Context: an optimization exercise on an open-source flow, tuned for a short achievable clock period and few clock cycles. The choices shown serve that exercise and are no tape-out recipe. In this exercise RTL edits were held to simulation tests only and were not proved equivalent to the original. No run shown here takes its clock network from TritonCTS; it comes from the design's own scripts or RTL. The flow treats the clock pin as an ideal source. Dropping or thinning the clock tree relies on that and would not hold on a real chip. Power figures rest on the tool's default switching activity, not on a simulated workload.

File: flow/config.mk
export PLATFORM = sky130hd
export DESIGN_NAME = processor
export DESIGN_NICKNAME = processor
export VERILOG_FILES = /design/flow/design.v
export SDC_FILE = /design/flow/constraint.sdc
export NUM_CORES = 8
export LEC_CHECK = 0
export CAP_MARGIN = 20
export CORE_MARGIN = 2
export CORE_UTILIZATION = 60
export PLACE_DENSITY = 0.7
export SLEW_MARGIN = 20
export SYNTH_HIERARCHICAL = 1
export SYNTH_MINIMUM_KEEP_SIZE = 0
File: flow/constraint.sdc
create_clock -name core_clock -period 10.0 [get_ports {clock}]
set_input_delay 2.0000 -clock core_clock [delete_from_list [all_inputs] [get_ports {clock}]]
set_output_delay 2.0000 -clock core_clock [all_outputs]
set_load 0.01 [all_outputs]
File: flow/design.v
`default_nettype none
package cpu_pkg;
    typedef logic [31:0] word_t;      
    typedef logic [31:0] addr_t;      
    typedef logic [4:0]  reg_idx_t;   
    localparam logic [5:0] OP_RTYPE = 6'h00;
    localparam logic [5:0] OP_J     = 6'h02;
    localparam logic [5:0] OP_BEQ   = 6'h04;
    localparam logic [5:0] OP_BNE   = 6'h05;
    localparam logic [5:0] OP_ADDIU = 6'h09;
    localparam logic [5:0] OP_ORI   = 6'h0d;
    localparam logic [5:0] OP_LW    = 6'h23;
    localparam logic [5:0] OP_SW    = 6'h2b;
    localparam logic [5:0] FN_ADDU = 6'h21;
    localparam logic [5:0] FN_SUBU = 6'h23;
    localparam logic [5:0] FN_AND  = 6'h24;
    localparam logic [5:0] FN_OR   = 6'h25;
    localparam logic [5:0] FN_SLT  = 6'h2a;
    localparam logic [31:0] RESET_PC = 32'h0000_0000;   
endpackage
`default_nettype wire
`default_nettype none
import cpu_pkg::*;
module fetch_stage (
    input  cpu_pkg::word_t ins,
    input  cpu_pkg::addr_t pc,            
    input  cpu_pkg::addr_t pc_plus4,
    output logic [4:0]  rs,
    output logic [4:0]  rt,
    output logic [4:0]  dst,
    output logic        wr,               
    output logic        uses_rs,
    output logic        uses_rt_e,        
    output logic        lw,
    output logic        lw0,              
    output logic        sw,
    output logic        beq,
    output logic        bne,
    output logic        j,
    output logic        addiu,
    output logic        br_r0,            
    output logic        use_imm,
    output logic [31:0] imm,              
    output logic [31:0] sx,               
    output logic [4:0]  alu_op,           
    output logic        pred,             
    output logic        redirect,         
    output cpu_pkg::addr_t target         
);
    logic [5:0] op, fn;
    logic [4:0] rd;
    assign op = ins[31:26];
    assign fn = ins[5:0];
    assign rs = ins[25:21];
    assign rt = ins[20:16];
    assign rd = ins[15:11];
    logic is_r, r_add, r_sub, r_and, r_or, r_slt, r_ok;
    logic ori;
    assign is_r  = (op == OP_RTYPE);
    assign r_add = is_r && fn == FN_ADDU;
    assign r_sub = is_r && fn == FN_SUBU;
    assign r_and = is_r && fn == FN_AND;
    assign r_or  = is_r && fn == FN_OR;
    assign r_slt = is_r && fn == FN_SLT;
    assign r_ok  = r_add | r_sub | r_and | r_or | r_slt;
    assign addiu = (op == OP_ADDIU);
    assign ori   = (op == OP_ORI);
    assign lw    = (op == OP_LW);
    assign sw    = (op == OP_SW);
    assign beq   = (op == OP_BEQ);
    assign bne   = (op == OP_BNE);
    assign j     = (op == OP_J);
    assign lw0   = lw && rs == 5'd0;
    assign br_r0 = (beq | bne) && rt == 5'd0;
    assign dst       = r_ok ? rd : rt;
    assign wr        = (r_ok | addiu | ori | lw) && dst != 5'd0;
    assign uses_rs   = r_ok | addiu | ori | lw | sw | beq | bne;
    assign uses_rt_e = r_ok | beq | bne;
    assign use_imm   = addiu | ori | lw | sw;
    assign sx        = {{16{ins[15]}}, ins[15:0]};
    assign imm       = ori ? {16'h0000, ins[15:0]} : sx;
    assign alu_op    = {r_slt, r_or | ori, r_and, r_sub, r_add | addiu | lw | sw};
    assign pred     = beq ? (rs == rt || ins[15]) : (rs != rt);
    assign redirect = j | ((beq | bne) & pred);
    logic [16:0] lo, lo_p, lo_cn;
    logic [13:0] pc_hi, hi_inc, hi_dec, hi_c1, hi_c0, j_hi;
    ks_add #(.W(17), .SUB(1'b0), .CIN(1'b1)) u_lo (
        .x({1'b0, pc[17:2]}), .y({1'b0, ins[15:0]}), .s(lo), .p0(lo_p), .cn(lo_cn));
    assign pc_hi  = pc[31:18];
    assign hi_inc = pc_hi + 14'd1;
    assign hi_dec = pc_hi - 14'd1;
    assign j_hi   = {pc_plus4[31:28], ins[25:16]};
    assign hi_c1  = j ? j_hi : ins[15] ? pc_hi : hi_inc;    
    assign hi_c0  = j ? j_hi : ins[15] ? hi_dec : pc_hi;
    genvar i;
    generate
        for (i = 0; i < 14; i++) begin : g_hi
            logic n1, n0;
            c_nand2 u_1 (.a(lo[16]), .b(hi_c1[i]), .y(n1));
            c_nand2 u_0 (.a(lo_cn[16]), .b(hi_c0[i]), .y(n0));
            c_nand2 u_h (.a(n1), .b(n0), .y(target[i+18]));
        end
        for (i = 0; i < 16; i++) begin : g_lo
            c_mux2 u (.a(lo[i]), .b(ins[i]), .s(j), .y(target[i+2]));
        end
    endgenerate
    assign target[1:0] = pc[1:0];
endmodule
module predict_unit (
    input  logic [5:0] op,
    input  logic [4:0] rs,
    input  logic [4:0] rt,
    input  logic       imm_neg,
    input  logic [4:0] d_dst,       
    input  logic       d_addiu_ok,  
    output logic       pred_z1,
    output logic       pred_z0,
    output logic       redir_z1,
    output logic       redir_z0
);
    logic beq, bne, j, same, loop_hit;
    assign beq      = (op == OP_BEQ);
    assign bne      = (op == OP_BNE);
    assign j        = (op == OP_J);
    assign same     = (rs == rt);
    assign loop_hit = d_addiu_ok && rt == 5'd0 && rs == d_dst;
    assign pred_z1  = beq ? (loop_hit || same || imm_neg) : (!loop_hit && !same);
    assign pred_z0  = beq ? (!loop_hit && (same || imm_neg)) : (loop_hit || !same);
    assign redir_z1 = j || ((beq || bne) && pred_z1);
    assign redir_z0 = j || ((beq || bne) && pred_z0);
endmodule
`default_nettype wire
`default_nettype none
module register_file (
    input  logic        clock,
    input  logic        rst_n,
    input  logic [3:0][31:0] rs_sel,    
    input  logic [3:0][31:0] rt_sel,
    output logic [31:0] rs_data,
    output logic [31:0] rt_data,
    output logic [31:1] valid_next,    
    input  logic [4:0]  write_idx,
    input  logic [31:0] write_data,
    input  logic        write_en
);
    logic [31:1][31:0] regs;
    logic [31:0][31:0] rd;       
    logic [31:1]       valid;
    logic [31:1]       we;
    always_comb begin
        for (int i = 1; i < 32; i++) we[i] = write_en && write_idx == 5'(i);
        valid_next = valid | we;
        rd[0] = write_data;
        for (int i = 1; i < 32; i++) rd[i] = regs[i];
    end
    always_ff @(posedge clock or negedge rst_n) begin
        if (!rst_n) valid <= '0;
        else        valid <= valid_next;
    end
    always_ff @(posedge clock) begin
        for (int i = 1; i < 32; i++)
            if (we[i]) regs[i] <= write_data;
    end
    genvar b, k;
    generate
        for (b = 0; b < 32; b++) begin : g_bit
            logic [15:0] s1, t1;
            logic [3:0]  s2, t2;
            logic [1:0]  s3, t3;
            for (k = 0; k < 16; k++) begin : g_l1
                c_aoi22 u_s (.a1(rs_sel[b/8][2*k]), .a2(rd[2*k][b]), .b1(rs_sel[b/8][2*k+1]),
                             .b2(rd[2*k+1][b]), .y(s1[k]));
                c_aoi22 u_t (.a1(rt_sel[b/8][2*k]), .a2(rd[2*k][b]), .b1(rt_sel[b/8][2*k+1]),
                             .b2(rd[2*k+1][b]), .y(t1[k]));
            end
            for (k = 0; k < 4; k++) begin : g_l2
                c_nand4 u_s (.a(s1[4*k]), .b(s1[4*k+1]), .c(s1[4*k+2]), .d(s1[4*k+3]), .y(s2[k]));
                c_nand4 u_t (.a(t1[4*k]), .b(t1[4*k+1]), .c(t1[4*k+2]), .d(t1[4*k+3]), .y(t2[k]));
            end
            for (k = 0; k < 2; k++) begin : g_l3
                c_nor2 u_s (.a(s2[2*k]), .b(s2[2*k+1]), .y(s3[k]));
                c_nor2 u_t (.a(t2[2*k]), .b(t2[2*k+1]), .y(t3[k]));
            end
            c_nand2 u_s (.a(s3[0]), .b(s3[1]), .y(rs_data[b]));
            c_nand2 u_t (.a(t3[0]), .b(t3[1]), .y(rt_data[b]));
        end
    endgenerate
endmodule
module read_select (
    input  logic [4:0]  idx,
    input  logic        m_wr,
    input  logic [4:0]  m_dst,
    input  logic [31:1] valid_next,
    output logic [31:0] sel
);
    logic byp;
    assign byp = m_wr && m_dst == idx;
    always_comb begin
        sel[0] = byp;
        for (int i = 1; i < 32; i++) sel[i] = (idx == 5'(i)) && !byp && valid_next[i];
    end
endmodule
`default_nettype wire
`default_nettype none
module c_inv (input logic a, output logic y);
    assign y = ~a;
endmodule
module c_nand2 (input logic a, input logic b, output logic y);
    assign y = ~(a & b);
endmodule
module c_nor2 (input logic a, input logic b, output logic y);
    assign y = ~(a | b);
endmodule
module c_xor2 (input logic a, input logic b, output logic y);
    assign y = a ^ b;
endmodule
module c_xnor2 (input logic a, input logic b, output logic y);
    assign y = ~(a ^ b);
endmodule
module c_andn (input logic a, input logic b, output logic y);
    assign y = ~a & b;
endmodule
module c_orn (input logic a, input logic b, output logic y);
    assign y = ~a | b;
endmodule
module c_aoi21 (input logic a1, input logic a2, input logic b, output logic y);
    assign y = ~((a1 & a2) | b);
endmodule
module c_oai21 (input logic a1, input logic a2, input logic b, output logic y);
    assign y = ~((a1 | a2) & b);
endmodule
module c_aoi22 (input logic a1, input logic a2, input logic b1, input logic b2,
                output logic y);
    assign y = ~((a1 & a2) | (b1 & b2));
endmodule
module c_aoi222 (input logic a1, input logic a2, input logic b1, input logic b2,
                 input logic c1, input logic c2, output logic y);
    assign y = ~((a1 & a2) | (b1 & b2) | (c1 & c2));
endmodule
module c_nand3 (input logic a, input logic b, input logic c, output logic y);
    assign y = ~(a & b & c);
endmodule
module c_nand4 (input logic a, input logic b, input logic c, input logic d, output logic y);
    assign y = ~(a & b & c & d);
endmodule
module c_nor4 (input logic a, input logic b, input logic c, input logic d, output logic y);
    assign y = ~(a | b | c | d);
endmodule
module c_mux2 (input logic a, input logic b, input logic s, output logic y);
    assign y = s ? b : a;
endmodule
module ks_add #(
    parameter int W   = 32,
    parameter bit SUB = 1'b0,
    parameter bit CIN = SUB,
    parameter bit INV = 1'b0
) (
    input  logic [W-1:0] x,
    input  logic [W-1:0] y,
    output logic [W-1:0] s,
    output logic [W-1:0] p0,
    output logic [W-1:0] cn
);
    logic [W-1:0] g0, t0;
    genvar i;
    generate
        for (i = 0; i < W; i++) begin : g_pg
            if (INV && !SUB) begin : g_ia            
                c_nor2  u_g (.a(x[i]), .b(y[i]), .y(g0[i]));
                c_nand2 u_t (.a(x[i]), .b(y[i]), .y(t0[i]));
                c_xor2  u_p (.a(x[i]), .b(y[i]), .y(p0[i]));
            end else if (INV && SUB) begin : g_is    
                c_andn  u_g (.a(x[i]), .b(y[i]), .y(g0[i]));
                c_orn   u_t (.a(x[i]), .b(y[i]), .y(t0[i]));
                c_xnor2 u_p (.a(x[i]), .b(y[i]), .y(p0[i]));
            end else if (!SUB) begin : g_ta          
                c_nand2 u_g (.a(x[i]), .b(y[i]), .y(g0[i]));
                c_nor2  u_t (.a(x[i]), .b(y[i]), .y(t0[i]));
                c_xor2  u_p (.a(x[i]), .b(y[i]), .y(p0[i]));
            end else begin : g_ts                    
                c_orn   u_g (.a(x[i]), .b(y[i]), .y(g0[i]));
                c_andn  u_t (.a(x[i]), .b(y[i]), .y(t0[i]));
                c_xnor2 u_p (.a(x[i]), .b(y[i]), .y(p0[i]));
            end
        end
    endgenerate
    ks_core #(.W(W), .CIN(CIN), .G0INV(!INV)) u_core (.g0(g0), .t0(t0), .p0(p0), .s(s), .cn(cn));
endmodule
module ks_core #(
    parameter int W     = 32,
    parameter bit CIN   = 1'b0,
    parameter bit G0INV = 1'b1
) (
    input  logic [W-1:0] g0,
    input  logic [W-1:0] t0,
    input  logic [W-1:0] p0,
    output logic [W-1:0] s,
    output logic [W-1:0] cn
);
    localparam int L = (W <= 2) ? 1 : (W <= 4) ? 2 : (W <= 8) ? 3 : (W <= 16) ? 4 : (W <= 32) ? 5 : 6;
    logic [L:0][W-1:0] gg;
    logic [L:0][W-1:0] tt;
    genvar i, k;
    generate
        for (i = 0; i < W; i++) begin : g_l0
            if (i == 0 && CIN) begin : g_cin
                assign gg[0][i] = t0[i];
            end else begin : g_nocin
                assign gg[0][i] = g0[i];
            end
            assign tt[0][i] = t0[i];
        end
        for (k = 1; k <= L; k++) begin : g_lvl
            localparam int  D      = 1 << (k - 1);
            localparam bit  IN_INV = G0INV ^ ((k - 1) % 2 == 1);   
            for (i = 0; i < W; i++) begin : g_bit
                if (i >= D) begin : g_node
                    if (!IN_INV) begin : g_t2i      
                        c_aoi21 u_g (.a1(tt[k-1][i]), .a2(gg[k-1][i-D]), .b(gg[k-1][i]),
                                     .y(gg[k][i]));
                        if (i >= 2 * D) begin : g_t
                            c_nand2 u_t (.a(tt[k-1][i]), .b(tt[k-1][i-D]), .y(tt[k][i]));
                        end else begin : g_not
                            assign tt[k][i] = 1'b0;
                        end
                    end else begin : g_i2t           
                        c_oai21 u_g (.a1(tt[k-1][i]), .a2(gg[k-1][i-D]), .b(gg[k-1][i]),
                                     .y(gg[k][i]));
                        if (i >= 2 * D) begin : g_t
                            c_nor2 u_t (.a(tt[k-1][i]), .b(tt[k-1][i-D]), .y(tt[k][i]));
                        end else begin : g_not
                            assign tt[k][i] = 1'b0;
                        end
                    end
                end else begin : g_pass
                    c_inv u_g (.a(gg[k-1][i]), .y(gg[k][i]));
                    assign tt[k][i] = 1'b0;
                end
            end
        end
        localparam bit OUT_INV = G0INV ^ (L % 2 == 1);
        if (CIN) begin : g_s0c
            c_inv u_s0 (.a(p0[0]), .y(s[0]));
        end else begin : g_s0
            assign s[0] = p0[0];
        end
        assign cn[0] = 1'b0;
        for (i = 1; i < W; i++) begin : g_sum
            if (OUT_INV) begin : g_inv
                assign cn[i] = gg[L][i-1];
                c_xnor2 u_s (.a(p0[i]), .b(gg[L][i-1]), .y(s[i]));
            end else begin : g_true
                c_inv u_c (.a(gg[L][i-1]), .y(cn[i]));
                c_xor2 u_s (.a(p0[i]), .b(gg[L][i-1]), .y(s[i]));
            end
        end
    endgenerate
endmodule
module execute_stage (
    input  logic [31:0] e_a,           
    input  logic [31:0] e_b,           
    input  logic [31:0] e_t,           
    input  logic [31:0] m_res,         
    input  logic [31:0] m_res2,        
    input  logic [31:0] ld,            
    input  logic [31:0] w_val,         
    input  logic [31:0] m_n,           
    input  logic [31:0] m_la,
    input  logic [31:0] m_ls,
    input  logic [31:0] m_lr,
    input  logic        m_sltb,
    input  logic [6:0]  fa,            
    input  logic [6:0]  fb,            
    input  logic [7:0]  fx,            
    input  logic [3:0]  ft,            
    input  logic [4:0]  op_n,
    input  logic [6:0]  op_l,
    input  logic [1:0]  op_ll,
    input  logic        addr_l,        
    input  logic        sl_a,          
    output logic [31:0] result,        
    output logic [31:0] s_la,          
    output logic [31:0] s_ls,          
    output logic [31:0] s_lr,          
    output logic        slt_l,         
    output logic [31:0] addr,          
    output logic [31:0] rt_val         
);
    logic [31:0] a, b, x;
    logic [31:0] s_add, s_sub;
    logic [31:0] p_add, p_sub, p_la, p_ls, p_lr;
    logic [31:0] c_add, c_sub, c_la, c_ls, c_lr;
    genvar i;
    generate
        for (i = 0; i < 32; i++) begin : g_fwd
            logic a0, a1, a2, a3, b0, b1, b2, b3, x0, x1, x2, x3, t0, t1;
            c_aoi22 u_a0 (.a1(fa[0]), .a2(e_a[i]), .b1(fa[1]), .b2(m_n[i]), .y(a0));
            c_aoi22 u_a1 (.a1(fa[2]), .a2(m_la[i]), .b1(fa[3]), .b2(m_ls[i]), .y(a1));
            c_aoi22 u_a2 (.a1(fa[4]), .a2(m_lr[i]), .b1(fa[6]), .b2(w_val[i]), .y(a2));
            c_aoi22 u_b0 (.a1(fb[0]), .a2(e_b[i]), .b1(fb[1]), .b2(m_n[i]), .y(b0));
            c_aoi22 u_b1 (.a1(fb[2]), .a2(m_la[i]), .b1(fb[3]), .b2(m_ls[i]), .y(b1));
            c_aoi22 u_b2 (.a1(fb[4]), .a2(m_lr[i]), .b1(fb[6]), .b2(w_val[i]), .y(b2));
            c_aoi22 u_x0 (.a1(fx[0]), .a2(e_a[i]), .b1(fx[1]), .b2(e_b[i]), .y(x0));
            c_aoi22 u_x1 (.a1(fx[2]), .a2(m_n[i]), .b1(fx[3]), .b2(m_la[i]), .y(x1));
            c_aoi22 u_x2 (.a1(fx[4]), .a2(m_ls[i]), .b1(fx[5]), .b2(m_lr[i]), .y(x2));
            if (i == 0) begin : g_m0
                c_nand2 u_a3 (.a(fa[5]), .b(m_sltb), .y(a3));
                c_nand2 u_b3 (.a(fb[5]), .b(m_sltb), .y(b3));
                c_aoi22 u_x3 (.a1(fx[6]), .a2(m_sltb), .b1(fx[7]), .b2(w_val[i]), .y(x3));
                c_nand4 u_a (.a(a0), .b(a1), .c(a2), .d(a3), .y(a[i]));
                c_nand4 u_b (.a(b0), .b(b1), .c(b2), .d(b3), .y(b[i]));
            end else begin : g_mn
                c_nand2 u_x3 (.a(fx[7]), .b(w_val[i]), .y(x3));
                c_nand3 u_a (.a(a0), .b(a1), .c(a2), .y(a[i]));
                c_nand3 u_b (.a(b0), .b(b1), .c(b2), .y(b[i]));
            end
            c_nand4 u_x (.a(x0), .b(x1), .c(x2), .d(x3), .y(x[i]));
            c_aoi22  u_t0 (.a1(ft[0]), .a2(e_t[i]), .b1(ft[3]), .b2(w_val[i]), .y(t0));
            c_aoi22  u_t1 (.a1(ft[1]), .a2(m_res2[i]), .b1(ft[2]), .b2(ld[i]), .y(t1));
            c_nand2  u_t  (.a(t0), .b(t1), .y(rt_val[i]));
        end
    endgenerate
    ks_add #(.W(32), .SUB(1'b0)) u_add (.x(a),  .y(b),  .s(s_add), .p0(p_add), .cn(c_add));
    ks_add #(.W(32), .SUB(1'b1)) u_sub (.x(a),  .y(b),  .s(s_sub), .p0(p_sub), .cn(c_sub));
    logic [31:0] l_nand, l_nor, l_orn, l_andn;
    generate
        for (i = 0; i < 32; i++) begin : g_lpg
            c_nand2 u_a (.a(ld[i]), .b(x[i]), .y(l_nand[i]));
            c_nor2  u_o (.a(ld[i]), .b(x[i]), .y(l_nor[i]));
            c_orn   u_g (.a(ld[i]), .b(x[i]), .y(l_orn[i]));
            c_andn  u_t (.a(ld[i]), .b(x[i]), .y(l_andn[i]));
            c_xor2  u_p (.a(ld[i]), .b(x[i]), .y(p_la[i]));
            c_inv   u_q (.a(p_la[i]), .y(p_ls[i]));
        end
    endgenerate
    assign p_lr = p_ls;
    ks_core #(.W(32), .CIN(1'b0), .G0INV(1'b1)) u_la (.g0(l_nand), .t0(l_nor), .p0(p_la),
                                                      .s(s_la), .cn(c_la));
    ks_core #(.W(32), .CIN(1'b1), .G0INV(1'b1)) u_ls (.g0(l_orn), .t0(l_andn), .p0(p_ls),
                                                      .s(s_ls), .cn(c_ls));
    ks_core #(.W(32), .CIN(1'b1), .G0INV(1'b0)) u_lr (.g0(l_andn), .t0(l_orn), .p0(p_lr),
                                                      .s(s_lr), .cn(c_lr));
    logic en_n;
    assign en_n  = op_n[4] & ~p_add[31];
    assign slt_l = p_la[31] ? (sl_a ? ld[31] : x[31]) : (sl_a ? c_ls[31] : c_lr[31]);
    logic addr_ln;
    c_inv u_aln (.a(addr_l), .y(addr_ln));
    generate
        for (i = 0; i < 32; i++) begin : g_res
            logic y_n, y_e, m_l, m_n;
            c_aoi22 u_yn  (.a1(op_n[0]), .a2(s_add[i]), .b1(op_n[1]), .b2(s_sub[i]), .y(y_n));
            if (i == 0) begin : g_b0
                logic y_sn;
                assign y_e = ~((op_n[2] & a[i] & b[i]) | (op_n[3] & (a[i] | b[i])) |
                               (op_l[3] & ~l_nand[i]) | (op_l[4] & ~l_nor[i]) |
                               (op_n[4] & p_add[31] & a[31]));
                c_nand2 u_ysn (.a(en_n), .b(c_sub[31]), .y(y_sn));
                c_nand3 u_r   (.a(y_n), .b(y_e), .c(y_sn), .y(result[i]));
            end else begin : g_bn
                assign y_e = ~((op_n[2] & a[i] & b[i]) | (op_n[3] & (a[i] | b[i])) |
                               (op_l[3] & ~l_nand[i]) | (op_l[4] & ~l_nor[i]) |
                               (op_ll[0] & ld[i-1]));
                c_nand2 u_r (.a(y_n), .b(y_e), .y(result[i]));
            end
            c_nand2 u_ml (.a(addr_l), .b(s_la[i]), .y(m_l));
            c_nand2 u_mn (.a(addr_ln), .b(s_add[i]), .y(m_n));
            c_nand2 u_m  (.a(m_l), .b(m_n), .y(addr[i]));
        end
    endgenerate
endmodule
module kind_logic (
    input  logic       only_a,    
    input  logic       only_b,    
    input  logic       op_add,
    input  logic       op_sub,
    input  logic       op_slt,
    output logic [4:0] kind
);
    logic one;
    assign one  = only_a | only_b;
    assign kind = {one & op_slt, only_b & op_sub, only_a & op_sub, one & op_add,
                   !(one & (op_slt | op_sub | op_add))};
endmodule
module m_select (
    input  logic [7:0][4:0] kind,    
    input  logic [31:0] r_n,
    input  logic [31:0] r_la,
    input  logic [31:0] r_ls,
    input  logic [31:0] r_lr,
    input  logic        r_slt,
    output logic [31:0] v,
    output logic [31:0] v2
);
    genvar i;
    generate
        for (i = 0; i < 32; i++) begin : g_b
            logic y0, y1;
            c_aoi22 u_0 (.a1(kind[i/4][0]), .a2(r_n[i]), .b1(kind[i/4][1]), .b2(r_la[i]), .y(y0));
            c_aoi22 u_1 (.a1(kind[i/4][2]), .a2(r_ls[i]), .b1(kind[i/4][3]), .b2(r_lr[i]), .y(y1));
            if (i == 0) begin : g_0
                logic y2;
                c_nand2 u_2 (.a(kind[0][4]), .b(r_slt), .y(y2));
                c_nand3 u_v  (.a(y0), .b(y1), .c(y2), .y(v[i]));
                c_nand3 u_v2 (.a(y0), .b(y1), .c(y2), .y(v2[i]));
            end else begin : g_n
                c_nand2 u_v  (.a(y0), .b(y1), .y(v[i]));
                c_nand2 u_v2 (.a(y0), .b(y1), .y(v2[i]));
            end
        end
    endgenerate
endmodule
module sum_is_zero (
    input  logic [31:0] a,
    input  logic [31:0] b,
    output logic        z
);
    logic [31:0] x, o, e;
    logic [15:0] l1;
    logic [7:0]  l2;
    logic [3:0]  l3;
    logic [1:0]  l4;
    genvar i;
    generate
        for (i = 0; i < 32; i++) begin : g_e
            c_xor2 u_x (.a(a[i]), .b(b[i]), .y(x[i]));
            logic on;
            c_nor2 u_on (.a(a[i]), .b(b[i]), .y(on));
            c_inv  u_o  (.a(on), .y(o[i]));
            if (i == 0) begin : g_0
                assign e[i] = x[i];
            end else begin : g_i
                c_xor2 u_e (.a(x[i]), .b(o[i-1]), .y(e[i]));
            end
        end
        for (i = 0; i < 16; i++) begin : g_l1
            c_nor2 u (.a(e[2*i]), .b(e[2*i+1]), .y(l1[i]));
        end
        for (i = 0; i < 8; i++) begin : g_l2
            c_nand2 u (.a(l1[2*i]), .b(l1[2*i+1]), .y(l2[i]));
        end
        for (i = 0; i < 4; i++) begin : g_l3
            c_nor2 u (.a(l2[2*i]), .b(l2[2*i+1]), .y(l3[i]));
        end
        for (i = 0; i < 2; i++) begin : g_l4
            c_nand2 u (.a(l3[2*i]), .b(l3[2*i+1]), .y(l4[i]));
        end
    endgenerate
    c_nor2 u_z (.a(l4[0]), .b(l4[1]), .y(z));
endmodule
module cmp_half32 (
    input  logic [31:0] a,
    input  logic [31:0] b,
    output logic [3:0][1:0] half    
);
    logic [31:0] x;
    logic [15:0] l1;
    logic [7:0]  l2;
    logic [3:0]  l3;
    genvar i;
    generate
        for (i = 0; i < 32; i++) begin : g_x
            c_xnor2 u (.a(a[i]), .b(b[i]), .y(x[i]));
        end
        for (i = 0; i < 16; i++) begin : g_l1
            c_nand2 u (.a(x[2*i]), .b(x[2*i+1]), .y(l1[i]));
        end
        for (i = 0; i < 8; i++) begin : g_l2
            c_nor2 u (.a(l1[2*i]), .b(l1[2*i+1]), .y(l2[i]));
        end
        for (i = 0; i < 4; i++) begin : g_l3
            c_nand2 u (.a(l2[2*i]), .b(l2[2*i+1]), .y(l3[i]));
        end
        for (i = 0; i < 8; i++) begin : g_l4
            c_nor2 u (.a(l3[2*(i%2)]), .b(l3[2*(i%2)+1]), .y(half[i/2][i%2]));
        end
    endgenerate
endmodule
module cmp_eq32 (
    input  logic [31:0] a,
    input  logic [31:0] b,
    output logic        eq,
    output logic        ne
);
    logic [31:0] x;
    logic [15:0] l1;
    logic [7:0]  l2;
    logic [3:0]  l3;
    logic [1:0]  l4;
    genvar i;
    generate
        for (i = 0; i < 32; i++) begin : g_x
            c_xnor2 u (.a(a[i]), .b(b[i]), .y(x[i]));           
        end
        for (i = 0; i < 16; i++) begin : g_l1
            c_nand2 u (.a(x[2*i]), .b(x[2*i+1]), .y(l1[i]));    
        end
        for (i = 0; i < 8; i++) begin : g_l2
            c_nor2 u (.a(l1[2*i]), .b(l1[2*i+1]), .y(l2[i]));   
        end
        for (i = 0; i < 4; i++) begin : g_l3
            c_nand2 u (.a(l2[2*i]), .b(l2[2*i+1]), .y(l3[i]));  
        end
        for (i = 0; i < 2; i++) begin : g_l4
            c_nor2 u (.a(l3[2*i]), .b(l3[2*i+1]), .y(l4[i]));   
        end
    endgenerate
    c_nand2 u_ne (.a(l4[0]), .b(l4[1]), .y(ne));
    c_inv   u_eq (.a(ne), .y(eq));
endmodule
module branch_check (
    input  logic [31:0] e_a,
    input  logic [31:0] e_b,
    input  logic [31:0] m_res,
    input  logic [31:0] ld,
    input  logic [31:0] w_val,
    input  logic [5:0]  sel_eq,
    input  logic [5:0]  sel_ne,
    input  logic        sel_same,
    input  logic [2:0]  x_sel,
    input  logic        sel_l_eq,
    input  logic        sel_l_ne,
    output logic [7:0]  mis_if_leq,
    output logic [7:0]  mis_if_lne,
    output logic [7:0]  mis_if_leq_n,
    output logic [7:0]  mis_if_lne_n,
    output logic [7:0]  eq_l,
    output logic [7:0]  ne_l
);
    logic [5:0]  eq, ne;
    logic [31:0] x;
    logic [3:0][1:0] half;
    cmp_eq32 u_c0 (.a(e_a),   .b(e_b),   .eq(eq[0]), .ne(ne[0]));
    cmp_eq32 u_c1 (.a(e_a),   .b(m_res), .eq(eq[1]), .ne(ne[1]));
    cmp_eq32 u_c2 (.a(e_a),   .b(w_val), .eq(eq[2]), .ne(ne[2]));
    cmp_eq32 u_c3 (.a(m_res), .b(e_b),   .eq(eq[3]), .ne(ne[3]));
    cmp_eq32 u_c4 (.a(m_res), .b(w_val), .eq(eq[4]), .ne(ne[4]));
    cmp_eq32 u_c5 (.a(w_val), .b(e_b),   .eq(eq[5]), .ne(ne[5]));
    logic keep_eq, keep_ne;    
    assign keep_eq = !(sel_same || sel_l_eq);
    assign keep_ne = !(sel_same || sel_l_ne);
    genvar i;
    generate
        for (i = 0; i < 8; i++) begin : g_early
            logic [5:0] t;
            logic       u0, u1, e_n;
            for (genvar k = 0; k < 6; k++) begin : g_t
                c_aoi22 u (.a1(sel_eq[k]), .a2(eq[k]), .b1(sel_ne[k]), .b2(ne[k]), .y(t[k]));
            end
            c_nand3 u_0 (.a(t[0]), .b(t[1]), .c(t[2]), .y(u0));
            c_nand3 u_1 (.a(t[3]), .b(t[4]), .c(t[5]), .y(u1));
            c_nor2  u_e (.a(u0), .b(u1), .y(e_n));      
            c_nand2 u_q (.a(e_n), .b(keep_eq), .y(mis_if_leq[i]));
            c_nand2 u_r (.a(e_n), .b(keep_ne), .y(mis_if_lne[i]));
            c_inv   u_qn (.a(mis_if_leq[i]), .y(mis_if_leq_n[i]));
            c_inv   u_rn (.a(mis_if_lne[i]), .y(mis_if_lne_n[i]));
        end
    endgenerate
    assign x = ({32{x_sel[0]}} & e_a) | ({32{x_sel[1]}} & e_b) | ({32{x_sel[2]}} & w_val);
    cmp_half32 u_cl (.a(ld), .b(x), .half(half));
    generate
        for (i = 0; i < 8; i++) begin : g_out
            logic eq_n;
            c_nand2 u_ne (.a(half[i/2][0]), .b(half[i/2][1]), .y(ne_l[i]));
            c_nand2 u_en (.a(half[i/2][0]), .b(half[i/2][1]), .y(eq_n));
            c_inv   u_eq (.a(eq_n), .y(eq_l[i]));
        end
    endgenerate
endmodule
`default_nettype wire
`default_nettype none
import cpu_pkg::*;
module processor (
    input  logic  clock,
    input  logic  rst_n,
    output cpu_pkg::addr_t fetch_address,
    input  cpu_pkg::word_t instruction,
    output cpu_pkg::addr_t memory_address,
    output logic  memory_read,
    output logic  memory_write,
    output cpu_pkg::word_t memory_write_data,
    input  cpu_pkg::word_t memory_read_data
);
    logic [31:0] pc;                  
    logic        d_valid;
    logic [4:0]  d_rs, d_rt, d_dst;
    logic        d_wr, d_lw, d_sw, d_beq, d_bne, d_use_imm, d_addiu;
    logic [31:0] d_imm;
    logic [4:0]  d_op;
    logic        d_pred, d_redirect;
    logic [31:0] d_tgt;
    logic [3:0][31:0] d_rs_sel, d_rt_sel;   
    logic [31:0] e_a, e_b, e_t;
    logic [6:0]  e_fa, e_fb;
    logic [7:0]  e_fx;
    logic [3:0]  e_ft;
    logic [4:0]  e_op_n;
    logic [6:0]  e_op_l;
    logic [1:0]  e_op_ll;
    logic        e_addr_l;
    logic [7:0][4:0] e_kind;           
    logic        e_sl_a;
    logic        e_wr, e_load, e_store;
    logic [5:0]  e_mis_eq, e_mis_ne;   
    logic        e_mis_same, e_mis_l_eq, e_mis_l_ne;
    logic [2:0]  e_x_sel;
    logic [4:0]  e_dst;
    logic [31:0] e_alt;                
    logic [31:0] m_n, m_la, m_ls, m_lr;             
    logic        m_sltb;
    logic [7:0][4:0] m_kind;                        
    logic [31:0] m_res, m_res2;                     
    logic [31:0] m_addr, m_wdata;
    logic        m_wr, m_load, m_rd, m_store;
    logic [4:0]  m_dst;
    logic [31:0] w_val;                
    logic [31:0] w_rf;                 
    logic        w_wr;
    logic [4:0]  w_dst;
    logic [31:0] pc_plus4;
    assign pc_plus4      = pc + 32'd4;
    logic [31:0] pc_out;               
    assign fetch_address = pc_out;
    logic [4:0]  f_rs, f_rt, f_dst, f_op;
    logic        f_wr, f_uses_rs, f_uses_rt_e, f_lw, f_lw0, f_sw, f_beq, f_bne, f_use_imm;
    logic        f_j, f_addiu, f_br_r0;
    logic [31:0] f_imm, f_sx, f_tgt;
    logic        f_pred_static, f_redirect_static, f_pred, f_redirect;
    fetch_stage fetch_stage_inst (
        .ins       (instruction),
        .pc        (pc),
        .pc_plus4  (pc_plus4),
        .rs        (f_rs),
        .rt        (f_rt),
        .dst       (f_dst),
        .wr        (f_wr),
        .uses_rs   (f_uses_rs),
        .uses_rt_e (f_uses_rt_e),
        .lw        (f_lw),
        .lw0       (f_lw0),
        .sw        (f_sw),
        .beq       (f_beq),
        .bne       (f_bne),
        .j         (f_j),
        .addiu     (f_addiu),
        .br_r0     (f_br_r0),
        .use_imm   (f_use_imm),
        .imm       (f_imm),
        .sx        (f_sx),
        .alu_op    (f_op),
        .pred      (f_pred_static),
        .redirect  (f_redirect_static),
        .target    (f_tgt)
    );
    logic [3:0][31:0] n_rs_sel, n_rt_sel;
    logic [31:1]      rf_valid_next;
    generate
        for (genvar k = 0; k < 4; k++) begin : g_rsel
            read_select u_rs (.idx(f_rs), .m_wr(m_wr), .m_dst(m_dst), .valid_next(rf_valid_next),
                              .sel(n_rs_sel[k]));
            read_select u_rt (.idx(f_rt), .m_wr(m_wr), .m_dst(m_dst), .valid_next(rf_valid_next),
                              .sel(n_rt_sel[k]));
        end
    endgenerate
    logic       mispredict;
    logic [7:0] mis_if_leq, mis_if_lne, mis_if_leq_n, mis_if_lne_n;
    logic [7:0] eq_l, ne_l;       
    logic [31:0] rs_val, rt_val_d;
    register_file register_file_inst (
        .clock      (clock),
        .rst_n      (rst_n),
        .rs_sel     (d_rs_sel),
        .rt_sel     (d_rt_sel),
        .rs_data    (rs_val),
        .rt_data    (rt_val_d),
        .valid_next (rf_valid_next),
        .write_idx  (w_dst),
        .write_data (~w_rf),
        .write_en   (w_wr)
    );
    logic e_hit_rs, e_hit_rt;
    logic a_r, a_m, a_l, a_w, b_r, b_m, b_l, b_w;
    assign e_hit_rs = e_wr && e_dst == d_rs;
    assign e_hit_rt = e_wr && e_dst == d_rt;
    assign a_m = e_hit_rs && !e_load;
    assign a_l = e_hit_rs && e_load;
    assign a_w = !e_hit_rs && m_wr && m_dst == d_rs;
    assign a_r = !e_hit_rs && !a_w;
    assign b_m = e_hit_rt && !e_load;
    assign b_l = e_hit_rt && e_load;
    assign b_w = !e_hit_rt && m_wr && m_dst == d_rt;
    assign b_r = !e_hit_rt && !b_w;
    logic bl, only_a, only_b, both_l, none_l;
    logic op_add, op_sub, op_and, op_or, op_slt;
    assign {op_slt, op_or, op_and, op_sub, op_add} = d_op;
    assign bl     = b_l && !d_use_imm;
    assign none_l = !a_l && !bl;
    assign only_a = a_l && !bl;
    assign only_b = !a_l && bl;
    assign both_l = a_l && bl;
    logic [4:0] kind_e;
    assign kind_e = e_kind[0];
    logic [7:0][4:0] kind_d;    
    generate
        for (genvar k = 0; k < 8; k++) begin : g_kind
            kind_logic u (.only_a(only_a), .only_b(only_b), .op_add(op_add), .op_sub(op_sub),
                          .op_slt(op_slt), .kind(kind_d[k]));
        end
    endgenerate
    logic       mis_if_eq, mis_if_ne;
    logic [5:0] pair;
    logic [2:0] x_sel;
    assign pair  = {a_w && b_r,
                    (a_m && b_w) || (a_w && b_m),
                    a_m && b_r,
                    a_r && b_w,
                    a_r && b_m,
                    a_r && b_r};
    assign x_sel = {(a_l && b_w) || (a_w && b_l), a_l && b_r, a_r && b_l};
    assign mis_if_eq = d_valid && (d_beq ? !d_pred : d_bne && d_pred);
    assign mis_if_ne = d_valid && (d_beq ? d_pred : d_bne && !d_pred);
    logic ai_zero, pred_z1, pred_z0, redir_z1, redir_z0;
    sum_is_zero sum_is_zero_inst (.a(rs_val), .b(d_imm), .z(ai_zero));
    predict_unit predict_unit_inst (
        .op         (instruction[31:26]),
        .rs         (f_rs),
        .rt         (f_rt),
        .imm_neg    (instruction[15]),
        .d_dst      (d_dst),
        .d_addiu_ok (d_valid && d_addiu && d_wr && a_r),
        .pred_z1    (pred_z1),
        .pred_z0    (pred_z0),
        .redir_z1   (redir_z1),
        .redir_z0   (redir_z0)
    );
    logic ai_nz, pq1, pq0, rq1, rq0;
    c_inv   u_nz  (.a(ai_zero), .y(ai_nz));
    c_nand2 u_pq1 (.a(ai_zero), .b(pred_z1), .y(pq1));
    c_nand2 u_pq0 (.a(ai_nz), .b(pred_z0), .y(pq0));
    c_nand2 u_pr  (.a(pq1), .b(pq0), .y(f_pred));
    c_nand2 u_rq1 (.a(ai_zero), .b(redir_z1), .y(rq1));
    c_nand2 u_rq0 (.a(ai_nz), .b(redir_z0), .y(rq0));
    c_nand2 u_rr  (.a(rq1), .b(rq0), .y(f_redirect));
    logic [31:0] pc_seq, pc_alt;
    assign pc_seq = !rst_n ? RESET_PC : (d_valid && d_redirect) ? d_tgt : pc_plus4;
    assign pc_alt = !rst_n ? RESET_PC : e_alt;
    always_ff @(posedge clock or negedge rst_n) begin
        if (!rst_n) begin
            d_valid <= 1'b0;
        end else begin
            d_valid <= !mispredict;
        end
    end
    logic [31:0] pc_next, pc_out_next;
    genvar gi;
    generate
        for (gi = 0; gi < 32; gi++) begin : g_pc
            logic p1, p0, n1, n0;
            logic q1a, q1s, q0a, q0s;
            c_nand2 u_q1a (.a(mis_if_leq[gi / 4]), .b(pc_alt[gi]), .y(q1a));
            c_nand2 u_q1s (.a(mis_if_leq_n[gi / 4]), .b(pc_seq[gi]), .y(q1s));
            c_nand2 u_p1  (.a(q1a), .b(q1s), .y(p1));
            c_nand2 u_q0a (.a(mis_if_lne[gi / 4]), .b(pc_alt[gi]), .y(q0a));
            c_nand2 u_q0s (.a(mis_if_lne_n[gi / 4]), .b(pc_seq[gi]), .y(q0s));
            c_nand2 u_p0  (.a(q0a), .b(q0s), .y(p0));
            c_nand2 u_1 (.a(eq_l[gi / 4]), .b(p1), .y(n1));
            c_nand2 u_0 (.a(ne_l[gi / 4]), .b(p0), .y(n0));
            c_nand2 u_p (.a(n1), .b(n0), .y(pc_next[gi]));
            c_nand2 u_o (.a(n1), .b(n0), .y(pc_out_next[gi]));
        end
    endgenerate
    always_ff @(posedge clock) begin
        pc     <= pc_next;
        pc_out <= pc_out_next;
    end
    always_ff @(posedge clock) begin
        d_rs       <= f_rs;
        d_rt       <= f_rt;
        d_dst      <= f_dst;
        d_wr       <= f_wr;
        d_lw       <= f_lw;
        d_sw       <= f_sw;
        d_beq      <= f_beq;
        d_bne      <= f_bne;
        d_addiu    <= f_addiu;
        d_use_imm  <= f_use_imm;
        d_imm      <= f_imm;
        d_op       <= f_op;
        d_pred     <= f_pred;
        d_redirect <= f_redirect;
        d_tgt      <= f_tgt;
        d_rs_sel   <= n_rs_sel;
        d_rt_sel   <= n_rt_sel;
    end
    always_ff @(posedge clock or negedge rst_n) begin
        if (!rst_n) begin
            e_wr    <= 1'b0;
            e_load  <= 1'b0;
            e_store <= 1'b0;
        end else begin
            e_wr    <= d_valid && d_wr;
            e_load  <= d_valid && d_lw;
            e_store <= d_valid && d_sw;
        end
    end
    always_ff @(posedge clock) begin
        e_a        <= rs_val;
        e_b        <= d_use_imm ? d_imm : rt_val_d;
        e_t        <= rt_val_d;
        e_fa       <= a_l ? 7'd0 : {a_w, {5{a_m}} & kind_e, a_r};
        e_fb       <= d_use_imm ? 7'd1 : b_l ? 7'd0 : {b_w, {5{b_m}} & kind_e, b_r};
        e_fx       <= only_a ? {!d_use_imm && b_w, {5{!d_use_imm && b_m}} & kind_e,
                                d_use_imm || b_r, 1'b0}
                             : only_b ? {a_w, {5{a_m}} & kind_e, 1'b0, a_r} : 8'd0;
        e_ft       <= {b_w, b_l, b_m, b_r};
        e_op_n     <= {5{none_l}} & d_op;
        e_op_l     <= {only_a && op_slt, only_b && op_slt,
                       ((only_a || only_b) && op_or) || (both_l && (op_and || op_or)),
                       (only_a || only_b) && op_and, only_b && op_sub, only_a && op_sub,
                       (only_a || only_b) && op_add};
        e_op_ll    <= {1'b0, both_l && op_add};    
        e_addr_l   <= only_a;
        e_kind     <= kind_d;
        e_sl_a     <= only_a;
        e_mis_eq   <= {6{mis_if_eq}} & pair;
        e_mis_ne   <= {6{mis_if_ne}} & pair;
        e_x_sel    <= x_sel;
        e_mis_l_eq <= mis_if_eq && (|x_sel);
        e_mis_l_ne <= mis_if_ne && (|x_sel);
        e_mis_same <= mis_if_eq && ((a_m && b_m) || (a_l && b_l) || (a_w && b_w));
        e_dst      <= d_dst;
        e_alt      <= d_pred ? pc_plus4 : d_tgt;
    end
    logic [31:0] alu_result, alu_la, alu_ls, alu_lr, alu_addr, rt_fwd;
    logic        alu_slt_l;
    m_select m_select_inst (
        .kind  (m_kind),
        .r_n   (m_n),
        .r_la  (m_la),
        .r_ls  (m_ls),
        .r_lr  (m_lr),
        .r_slt (m_sltb),
        .v     (m_res),
        .v2    (m_res2)
    );
    execute_stage execute_stage_inst (
        .e_a    (e_a),
        .e_b    (e_b),
        .e_t    (e_t),
        .m_res  (m_res),
        .ld     (memory_read_data),
        .w_val  (w_val),
        .fa     (e_fa),
        .fb     (e_fb),
        .fx     (e_fx),
        .ft     (e_ft),
        .op_n   (e_op_n),
        .op_l   (e_op_l),
        .op_ll  (e_op_ll),
        .addr_l (e_addr_l),
        .m_res2 (m_res2),
        .m_n    (m_n),
        .m_la   (m_la),
        .m_ls   (m_ls),
        .m_lr   (m_lr),
        .m_sltb (m_sltb),
        .sl_a   (e_sl_a),
        .result (alu_result),
        .s_la   (alu_la),
        .s_ls   (alu_ls),
        .s_lr   (alu_lr),
        .slt_l  (alu_slt_l),
        .addr   (alu_addr),
        .rt_val (rt_fwd)
    );
    branch_check branch_check_inst (
        .e_a        (e_a),
        .e_b        (e_b),
        .m_res      (m_res2),
        .ld         (memory_read_data),
        .w_val      (w_val),
        .sel_eq     (e_mis_eq),
        .sel_ne     (e_mis_ne),
        .sel_same   (e_mis_same),
        .x_sel      (e_x_sel),
        .sel_l_eq   (e_mis_l_eq),
        .sel_l_ne   (e_mis_l_ne),
        .mis_if_leq (mis_if_leq),
        .mis_if_lne (mis_if_lne),
        .mis_if_leq_n (mis_if_leq_n),
        .mis_if_lne_n (mis_if_lne_n),
        .eq_l       (eq_l),
        .ne_l       (ne_l)
    );
    assign mispredict = eq_l[0] ? mis_if_leq[0] : mis_if_lne[0];
    always_ff @(posedge clock or negedge rst_n) begin
        if (!rst_n) begin
            m_wr    <= 1'b0;
            m_load  <= 1'b0;
            m_store <= 1'b0;
        end else begin
            m_wr    <= e_wr;
            m_load  <= e_load;
            m_store <= e_store;
        end
    end
    always_ff @(posedge clock) begin
        m_n     <= alu_result;
        m_la    <= alu_la;
        m_ls    <= alu_ls;
        m_lr    <= alu_lr;
        m_sltb  <= alu_slt_l;
        m_kind  <= e_kind;
        m_addr  <= alu_addr;
        m_rd    <= e_load;
        m_wdata <= rt_fwd;
        m_dst   <= e_dst;
    end
    assign memory_address    = m_addr;
    assign memory_read       = m_rd;
    assign memory_write      = m_store;
    assign memory_write_data = m_wdata;
    always_ff @(posedge clock or negedge rst_n) begin
        if (!rst_n) begin
            w_wr <= 1'b0;
        end else begin
            w_wr <= m_wr;
        end
    end
    logic [31:0] w_val_in, w_rf_in;
    generate
        for (gi = 0; gi < 32; gi++) begin : g_wv
            c_mux2 u_v (.a(m_res2[gi]), .b(memory_read_data[gi]), .s(m_load), .y(w_val_in[gi]));
            c_inv  u_r (.a(w_val_in[gi]), .y(w_rf_in[gi]));
        end
    endgenerate
    always_ff @(posedge clock) begin
        w_val <= w_val_in;
        w_rf  <= w_rf_in;
        w_dst <= m_dst;
    end
endmodule
`default_nettype wire
File: flow/flow/run.sh
#!/bin/bash
# The standard ORFS layout (standard.sh), with these changes to how it works:
# - timing repair aims 7.3 ns below the 10 ns clock (SETUP_SLACK_MARGIN; the SDC
#   is unchanged, the margin only sets how far repair_timing goes);
# - the clock tree is built by flow/mycts.tcl (through the PRE_CTS_TCL hook):
#   four root buffers at the clock port, each driving four middle buffers,
#   each driving leaf buffers over balanced clusters of about 14 flip-flops,
#   instead of TritonCTS's tree.
set -uo pipefail
here=$(pwd)
export SETUP_SLACK_MARGIN=7.3
export PRE_CTS_TCL=$here/flow/pre_cts.tcl
export MYCTS_PER_LEAF=14
export MYCTS_NMID=16
bash standard.sh > make_flow.log 2>&1
File: flow/flow/mycts.tcl
set ::mycts_nmid 0
set ::mycts_iters 0
# Two-level clock tree: leaf clkbuf_16s over grid clusters of flops,
# NROOT root clkbuf_16s each driving a group of leaves, fed by the clock port.
proc mycts_build { {per_leaf 30} {nroot 4} {bufname sky130_fd_sc_hd__clkbuf_16} } {
  set block [ord::get_db_block]
  set db [ord::get_db]
  set master [$db findMaster $bufname]
  set clk_bterm [$block findBTerm clock]
  set clk_net [$clk_bterm getNet]
  # sinks: all instance pins on the clock net
  set sinks {}
  foreach it [$clk_net getITerms] {
    set inst [$it getInst]
    set bb [$inst getBBox]
    set x [expr {([$bb xMin] + [$bb xMax]) / 2}]
    set y [expr {([$bb yMin] + [$bb yMax]) / 2}]
    lappend sinks [list $it $x $y]
  }
  set n [llength $sinks]
  set nleaf [expr {int(ceil(double($n) / $per_leaf))}]
  # grid: ncol columns, nrow rows, ncol*nrow >= nleaf
  set ncol [expr {int(round(sqrt($nleaf)))}]
  if {$ncol < 1} { set ncol 1 }
  set nrow [expr {int(ceil(double($nleaf) / $ncol))}]
  set sx [lsort -integer -index 1 $sinks]
  set clusters {}
  set percol [expr {double($n) / $ncol}]
  for {set c 0} {$c < $ncol} {incr c} {
    set lo [expr {int(round($c * $percol))}]
    set hi [expr {int(round(($c + 1) * $percol)) - 1}]
    set col [lsort -integer -index 2 [lrange $sx $lo $hi]]
    set m [llength $col]
    set perrow [expr {double($m) / $nrow}]
    for {set r 0} {$r < $nrow} {incr r} {
      set lo2 [expr {int(round($r * $perrow))}]
      set hi2 [expr {int(round(($r + 1) * $perrow)) - 1}]
      if {$hi2 >= $lo2} { lappend clusters [lrange $col $lo2 $hi2] }
    }
  }
  # refine with k-means (Lloyd), keeping the grid clusters as the start
  set cent {}
  foreach cl $clusters {
    set sxs 0; set sys 0
    foreach s $cl { set sxs [expr {$sxs + [lindex $s 1]}]; set sys [expr {$sys + [lindex $s 2]}] }
    lappend cent [list [expr {$sxs / [llength $cl]}] [expr {$sys / [llength $cl]}]]
  }
  set K [llength $cent]
  for {set iter 0} {$iter < $::mycts_iters} {incr iter} {
    set new [lrepeat $K {}]
    foreach s $sinks {
      set bx [lindex $s 1]; set by [lindex $s 2]
      set best 0; set bd 1e30
      for {set j 0} {$j < $K} {incr j} {
        set c [lindex $cent $j]
        set d [expr {abs($bx - [lindex $c 0]) + abs($by - [lindex $c 1])}]
        if {$d < $bd} { set bd $d; set best $j }
      }
      lset new $best [concat [lindex $new $best] [list $s]]
    }
    set cent {}
    set clusters {}
    foreach cl $new {
      if {[llength $cl] == 0} continue
      set sxs 0; set sys 0
      foreach s $cl { set sxs [expr {$sxs + [lindex $s 1]}]; set sys [expr {$sys + [lindex $s 2]}] }
      lappend cent [list [expr {$sxs / [llength $cl]}] [expr {$sys / [llength $cl]}]]
      lappend clusters $cl
    }
    set K [llength $cent]
  }
  # leaves
  set leaves {}
  set k 0
  foreach cl $clusters {
    set sxs 0; set sys 0
    foreach s $cl { set sxs [expr {$sxs + [lindex $s 1]}]; set sys [expr {$sys + [lindex $s 2]}] }
    set cx [expr {$sxs / [llength $cl]}]; set cy [expr {$sys / [llength $cl]}]
    set inst [odb::dbInst_create $block $master "clkleaf_$k"]
    $inst setLocation $cx $cy
    $inst setPlacementStatus PLACED
    $inst setSourceType TIMING
    set net [odb::dbNet_create $block "clknet_leaf_$k"]
    $net setSigType CLOCK
    [$inst findITerm X] connect $net
    foreach s $cl {
      set it [lindex $s 0]
      $it disconnect
      $it connect $net
    }
    lappend leaves [list $inst $cx $cy]
    incr k
  }
  # optional middle level: NMID buffers, each driving a grid group of leaves
  if {$::mycts_nmid > 0} {
    set mids {}
    set lx [lsort -integer -index 1 $leaves]
    set nl [llength $lx]
    set mc [expr {int(round(sqrt($::mycts_nmid)))}]
    set mr [expr {$::mycts_nmid / $mc}]
    set perc [expr {double($nl) / $mc}]
    set mi 0
    for {set c 0} {$c < $mc} {incr c} {
      set lo [expr {int(round($c * $perc))}]
      set hi [expr {int(round(($c + 1) * $perc)) - 1}]
      set col [lsort -integer -index 2 [lrange $lx $lo $hi]]
      set m [llength $col]
      set perr [expr {double($m) / $mr}]
      for {set q 0} {$q < $mr} {incr q} {
        set lo2 [expr {int(round($q * $perr))}]
        set hi2 [expr {int(round(($q + 1) * $perr)) - 1}]
        set grp [lrange $col $lo2 $hi2]
        if {[llength $grp] == 0} continue
        set sxs 0; set sys 0
        foreach l $grp { set sxs [expr {$sxs + [lindex $l 1]}]; set sys [expr {$sys + [lindex $l 2]}] }
        set cx [expr {$sxs / [llength $grp]}]; set cy [expr {$sys / [llength $grp]}]
        set inst [odb::dbInst_create $block $master "clkmid_$mi"]
        $inst setLocation $cx $cy
        $inst setPlacementStatus PLACED
        $inst setSourceType TIMING
        set net [odb::dbNet_create $block "clknet_mid_$mi"]
        $net setSigType CLOCK
        [$inst findITerm X] connect $net
        foreach l $grp { [[lindex $l 0] findITerm A] connect $net }
        lappend mids [list $inst $cx $cy]
        incr mi
      }
    }
    set leaves $mids
  }
  # roots: split leaves into nroot groups (columns of leaves sorted by x, then y)
  set lx [lsort -integer -index 1 $leaves]
  set nl [llength $lx]
  set rc [expr {int(round(sqrt($nroot)))}]
  set rr [expr {$nroot / $rc}]
  set perc [expr {double($nl) / $rc}]
  set r 0
  for {set c 0} {$c < $rc} {incr c} {
    set lo [expr {int(round($c * $perc))}]
    set hi [expr {int(round(($c + 1) * $perc)) - 1}]
    set col [lsort -integer -index 2 [lrange $lx $lo $hi]]
    set m [llength $col]
    set perr [expr {double($m) / $rr}]
    for {set q 0} {$q < $rr} {incr q} {
      set lo2 [expr {int(round($q * $perr))}]
      set hi2 [expr {int(round(($q + 1) * $perr)) - 1}]
      set grp [lrange $col $lo2 $hi2]
      set sxs 0; set sys 0
      foreach l $grp { set sxs [expr {$sxs + [lindex $l 1]}]; set sys [expr {$sys + [lindex $l 2]}] }
      set cx [expr {$sxs / [llength $grp]}]; set cy [expr {$sys / [llength $grp]}]
      set inst [odb::dbInst_create $block $master "clkroot_$r"]
      $inst setLocation $cx $cy
      $inst setPlacementStatus PLACED
      $inst setSourceType TIMING
      set net [odb::dbNet_create $block "clknet_root_$r"]
      $net setSigType CLOCK
      [$inst findITerm X] connect $net
      foreach l $grp { [[lindex $l 0] findITerm A] connect $net }
      [$inst findITerm A] connect $clk_net
      incr r
    }
  }
  $clk_net setSigType CLOCK
  puts "mycts: $n sinks, [llength $leaves] leaves, $r roots"
}
File: flow/flow/pre_cts.tcl
# PRE_CTS hook: build the clock tree here (mycts.tcl), then make the flow's
# own clock_tree_synthesis call a no-op. The rest of the CTS step (placement
# legalisation, timing repair) runs as usual.
source [file join [file dirname [info script]] mycts.tcl]
set ::mycts_iters 0
set ::mycts_nmid $::env(MYCTS_NMID)
mycts_build $::env(MYCTS_PER_LEAF) 4
set_propagated_clock [all_clocks]
rename clock_tree_synthesis ""
proc clock_tree_synthesis {args} { puts "clock_tree_synthesis skipped: tree built by mycts" }
File: flow/standard.sh
#!/bin/bash
# synth_recipe.tcl (not shown) runs the flow's synth.tcl, then flattens the netlist and writes it again
# the make line also repeats each setting of config.mk as NAME=value (left out here)
make -C /OpenROAD-flow-scripts/flow DESIGN_CONFIG=/design/flow/config.mk WORK_HOME=/design/flow/orfs CLKGATE_MAP_FILE= SYNTH_SCRIPT=/design/flow/synth_recipe.tcl "${@:-finish}"
==> run summary, run 1 <==
- Status: no timing/DRC/antenna violations
- Rows: 151
- Die area: 174000 sq um
- Share of layout cells above drive strength 1: 48.9%
- Mapped Avg Cell Area: 11.1 sq um
- Num ports: 164
- Final WL: 429 mm
- P_int: 0.0123 W
- Yosys warning count: 9
- Switching share of power: 26.4%
- RSZ-0062 raised after global routing: true
- Die Ht: 418 um
- Routed vias/inst: 7.16
- P per Cell Area: 130 nW/um^2
- Clock network fraction of total power: 34.2%
- Fin crit share: 32.3%
- Startpoint types: flip-flop
- Worst Path Class, Setup: flip-flop to flip-flop
- Worst Hold Class: flip-flop to flip-flop
- Dpl cell area: 110000 sq um
- Post-route ant nets: 0
- Placer Congestion: 1.03
- Mapped Area: 103000 sq um
- Final setup margin: 6770 ps
- Max Cap Viol: 0
- P_sw: 0.00439 W
- Vias: 88.6k
- Worst Tran Pin Value: 1450 ps
- Max rail drop VDD: 0.156 mV
- Setup Skew: 115 ps
- Final setup viols: 0
- Hold WS: 238 ps
- DR iter-0 viols: 13.7k
- First-pass GRT wire length: 591 mm
- Fmax: 309 MHz
- Vias in the first global route: 83.9k
- Pre-CTS WS: 5020 ps
- Maximum fanout along the worst path: 9
- Pin count of the biggest net entering global routing: 62
- GRT Util Overall: 46.4%
- # hold bufs at CTS: 0
- Post-DP HPWL: 278 mm
- Die width: 418 um
- Relative slew slack: 3.56%
- Final Hold Viols: 0
- # DRC: 0
- Port buffer count: 163
- Fin. max-slew vios: 0
- Pleak: 44.8 nW
- Syn Inst Count: 9280
- Initial Util: 60.5%
- GRT overflow: 0
- Nets: 10.2k
- First-pass detailed-route iteration total: 11
- Initial antenna violation count: 22
- WP data arrival: 3720 ps
- Final setup TNS: 0 ps
- Worst EP required: 10480 ps
- Syn-to-layout area delta: 24.9%
- Core region area: 170000 sq um
- Fin crit period: 3230 ps
- Setup crit end kind: flip-flop
- Gate power share: 13.4%
- Clk Latency, worst-skew pair: 680 ps
- Finished Cell Area: 128000 sq um
- WL per Instance: 34.7 um
- R2R Setup Slk: 6770 ps
- Reg clk slew, reported paths: 80 ps
- Reg power frac: 52.4%
==> layout make-up, without the clock buffers <==
| cell class | instances | area (sq um) |
|---|---|---|
| Inverter | 476 | 2150 |
| Antenna cell | 12 | 30.0 |
| Timing Repair inverter | 3 | 25.0 |
| Tap cell | 2218 | 2780 |
| Fill cell | 10960 | 41400 |
| Timing Repair Buffer | 929 | 10700 |
| Sequential cell | 1964 | 49700 |
| Multi-Input combinational cell | 6599 | 58700 |
==> flip-flops by register name, indices dropped and copies added, names as in the netlist, 33 cells and up <==
register                 flops
e_kind                      33
d_rt_sel                   128
register_file_inst.regs    992
m_kind                      33
d_rs_sel                   128
==> final timing paths <==
kind,start,to,depth (start not counted)
max in group asynchronous,rst_n,register_file_inst.valid[11]$_DFF_PN0_,2
min,e_kind[18]$_DFF_P_,m_kind[18]$_DFF_P_,0
min reg2reg,e_kind[18]$_DFF_P_,m_kind[18]$_DFF_P_,0
max,w_wr$_DFF_PN0_,d_rs_sel[113]$_DFF_P_,4
min in group asynchronous,rst_n,m_store$_DFF_PN0_,1
max reg2reg,w_wr$_DFF_PN0_,d_rs_sel[113]$_DFF_P_,4
==> stage by stage <==
stage | util, % | power (W) | cells
detailed placement | 64.6 | 0.0104 | 11568
CTS | 72.8 | 0.0163 | 12153
floorplan | - | 0.00980 | 9281
finish | 75.6 | 0.0166 | 12365
global route | 75.6 | 0.0169 | 12357
global placement | 64.6 | 0.0104 | 11568
==> layer usage <==
| layer | vias to the layer above | track usage, % | routed length, um |
|---|---|---|---|
| li1 | 36108 | - | - |
| met2 | 7216 | 66.6 | 178000 |
| met3 | 1938 | 15.6 | 61300 |
| met5 | - | 0.972 | 625 |
| met1 | 43279 | 60.2 | 154000 |
| met4 | 28 | 29.0 | 34800 |
==> power groups by stage <==
| stage | Combinational, W | Sequential (W) | Clock, W |
|---|---|---|---|
| 5_1_grt | 0.00227 | 0.00873 | 0.00594 |
| 6_report | 0.00223 | 0.00873 | 0.00569 |
| 3_3_place_gp | 0.00150 | 0.00889 | 0 |
| 2_1_floorplan | 0.000955 | 0.00884 | 0 |
| 4_1_cts | 0.00194 | 0.00872 | 0.00565 |
| 3_5_place_dp | 0.00153 | 0.00889 | 0 |
==> cell usage in the layout (no fill, tap or decap), types with 89 or more instances in the layout <==
cell / n
inv_2: 95
o21ai_1: 130
a22oi_2: 1521
xnor2_1: 303
buf_4: 465
nand2_2: 228
clkbuf_16: 170
a21oi_2: 414
edfxtp_1: 992
dfxtp_2: 174
a21oi_4: 139
nand2_4: 89
nand4_1: 415
o21ai_2: 169
buf_6: 209
nor2_2: 120
nand2_1: 881
xor2_1: 283
buf_12: 112
dfxtp_1: 744
nor2_1: 376
nand3_1: 143
inv_1: 305
nor2_4: 228
==> repair_timing <==
item,4_1_cts,5_1_grt
cloned,68,5
setup endpoints to repair,900,716
pin swaps,393,364
resized for setup,2153,649
buffers inserted,353,195
==> critical path: stages, from the launching register on <==
cell and delay (ps):
dfrtp_1 510, nand4b_1 650, o21bai_2 1380, nand3_1 330, a21oi_4 220
Testbench counts, summed over its fixed seeds: cycles 34,950.
==> run 2, diff against run 1 <==
--- a/flow/config.mk
+++ b/flow/config.mk
@@ -7,8 +7,7 @@
 export LEC_CHECK = 0
 export CAP_MARGIN = 20
 export CORE_MARGIN = 2
-export CORE_UTILIZATION = 60
-export PLACE_DENSITY = 0.7
+export CORE_UTILIZATION = 50
 export SLEW_MARGIN = 20
 export SYNTH_HIERARCHICAL = 1
 export SYNTH_MINIMUM_KEEP_SIZE = 0
==> run 2 against run 1 <==
Compared with the run above:
- still clean on timing, DRC and antenna
- first-iteration DRC count fell by 25%
- critical path depth fell by 3
- cell count rose by 4.4%
- critical path type is now flip-flop to primary output
- largest cell class unchanged
- largest power group unchanged
==> run summary, run 2 <==
- Fin. max-slew vios: 0
- Reg power frac: 51.7%
- Pleak: 45.6 nW
- Die area: 209000 sq um
- Worst Hold Class: flip-flop to flip-flop
- Mapped Avg Cell Area: 11.1 sq um
- Final WL: 447 mm
- P_sw: 0.00451 W
- # DRC: 0
- # hold bufs at CTS: 0
- Max Cap Viol: 0
- Status: no timing/DRC/antenna violations
- Syn Inst Count: 9280
- Setup crit end kind: primary output
- Tot Pwr: 0.0169 W
- Biggest regs: register_file_inst.regs: 992 flops, d_rs_sel: 128 flops, d_rt_sel: 128 flops
- Final setup margin: 6810 ps
- Clock network fraction of total power: 34.3%
- Maximum fanout along the worst path: 1
- Port buffer count: 163
- Initial Util: 50.2%
- Vias in the first global route: 83.4k
- Core region area: 204000 sq um
- Mapped Area: 103000 sq um
- RSZ-0062 raised after global routing: true
- Vias: 86.2k
- Pin count of the biggest net entering global routing: 62
- Switching share of power: 26.8%
- Routed vias/inst: 6.68
- Post-route ant nets: 0
- Fillers: 15.8k
- First-pass detailed-route iteration total: 9
- GRT Util Overall: 40.5%
- Num ports: 164
- Gate power share: 13.9%
- Clk Latency, worst-skew pair: 690 ps
- Setup Skew: 107 ps
- Placer Congestion: 1.02
- Final Hold Viols: 0
- Final Util: 63.9%
- Die Ht: 457 um
- Worst EP required: 8000 ps
- Fmax: 313 MHz
- Most frequent cells in the layout: 1521 x a22oi_2, 992 x edfxtp_1, 872 x nand2_1
- Worst Tran Pin Value: 1240 ps
- Most common cell after layout, fill and taps aside: a22oi_2
- Yosys warning count: 9
- WL per Instance: 34.6 um
- GRT overflow: 0
- DR iter-0 viols: 10.2k
- P per Cell Area: 129 nW/um^2
- Crit-path slowest cell: dfxtp_4
- Worst path max stage delay: 380 ps
- WP data arrival: 1190 ps
- First-pass GRT wire length: 615 mm
- Worst path top cell family by delay: flip-flops
- Buf/Inv on CP: 1
- Pre-CTS WS: 5040 ps
- Startpoint types: flip-flop
- Final setup TNS: 0 ps
- Syn-to-layout area delta: 27.2%
- P_int: 0.0123 W
- Initial antenna violation count: 22
- Reg with most FFs: register_file_inst.regs
- Worst Path Class, Setup: flip-flop to primary output
- Rows: 166
- Nets: 10.3k
- Fin crit share: 31.9%
- Share of layout cells above drive strength 1: 50.0%
- Largest register FFs: 992
- Final setup viols: 0
- Critical Path, Cell by Cell: buf_6
- Fin crit period: 3190 ps
- Die width: 457 um
- Reg clk slew, reported paths: 100 ps
- Post-DP HPWL: 294 mm
- Max rail drop VDD: 0.130 mV
- Relative slew slack: 17.6%
- R2R Setup Slk: 6900 ps
run 2: area by class of cell, without the clock buffers:
type | instances | area (sq um) | share of cell area [%]
multi-input cells | 6598 | 59300 | 45.4
flip-flops and latches | 1964 | 49800 | 38.1
well taps | 2688 | 3360 | 2.57
repair buffers | 1002 | 11800 | 9.07
repair inverters | 2 | 16.3 | 0.0125
diodes | 19 | 47.5 | 0.0364
inverters | 476 | 2150 | 1.65
run 2: per-layer routing:
layer | share of wire, % | vias up | track usage, %
met1 | 39 | 43186 | 53.2
met4 | 7.4 | 16 | 23.5
met2 | 43 | 5349 | 61.5
met3 | 11 | 1384 | 9.04
met5 | 0.066 | - | 0
li1 | - | 36282 | -
run 2: final timing paths:
| check | endpoint | cells past startpoint | start |
|---|---|---|---|
| hold / removal | m_kind[16]$_DFF_P_ | 0 | e_kind[16]$_DFF_P_ |
| max in group asynchronous | m_wr$_DFF_PN0_ | 2 | rst_n |
| hold reg to reg | m_kind[16]$_DFF_P_ | 0 | e_kind[16]$_DFF_P_ |
| setup reg to reg | m_sltb$_DFF_P_ | 11 | e_fx[0]$_SDFF_PP0_ |
| setup / recovery | memory_address[9] | 1 | m_addr[9]$_DFF_P_ |
| min in group asynchronous | m_store$_DFF_PN0_ | 1 | rst_n |
run 2: per-stage QoR:
step / instances / instance area, sq um / hold WS [ps]
2_1_floorplan: 9281 / 105000 / 310
3_3_place_gp: 12034 / 110000 / 310
3_5_place_dp: 12034 / 110000 / 312
4_1_cts: 12661 / 125000 / 282
5_1_grt: 12896 / 131000 / 301
6_report: 12913 / 131000 / 278
run 2: timing repair:
item / in CTS / in global routing
cloned: 71 / 10
setup buffers: 392 / 222
resized for setup: 2227 / 748
setup endpoints to repair: 948 / 825
pin swaps: 456 / 440
run 2: power groups by stage:
stage | Combinational, W | Clock (W) | Sequential (W)
CTS | 0.00204 | 0.00581 | 0.00871
global placement | 0.00154 | 0 | 0.00889
detailed placement | 0.00156 | 0 | 0.00889
floorplan | 0.000955 | 0 | 0.00884
finish | 0.00235 | 0.00578 | 0.00872
global route | 0.00241 | 0.00606 | 0.00873

-- static timing again, ports no longer ideal --
The flow's constraints put no driver on any port. The routed layouts listed below were extracted and timed again, unchanged, in two steps. Step 1 assumes that a clkbuf_16 drives the clock port and a buf_2 every other input. Step 2 times the ports against the registers' clock, not the clock port: input delays grow and output delays shrink by t, the midpoint of the rising clock arrivals with the driver on. a / b / c = no drivers / after step 1 / after step 2; a / b = the first two.
run | t, ns | slack for setup (ns) | clock arrival spread, ns
run 1 | 0.814 | 6.767 / 6.644 / 6.148 | 0.124 / 0.125
run 2 | 0.846 | 6.810 / 6.598 / 6.140 | 0.113 / 0.113
After both steps every run listed still meets setup and hold. For run 2, which loses most, drivers alone change the setup slack by -0.212 ns; drivers and shift together by -0.670 ns.
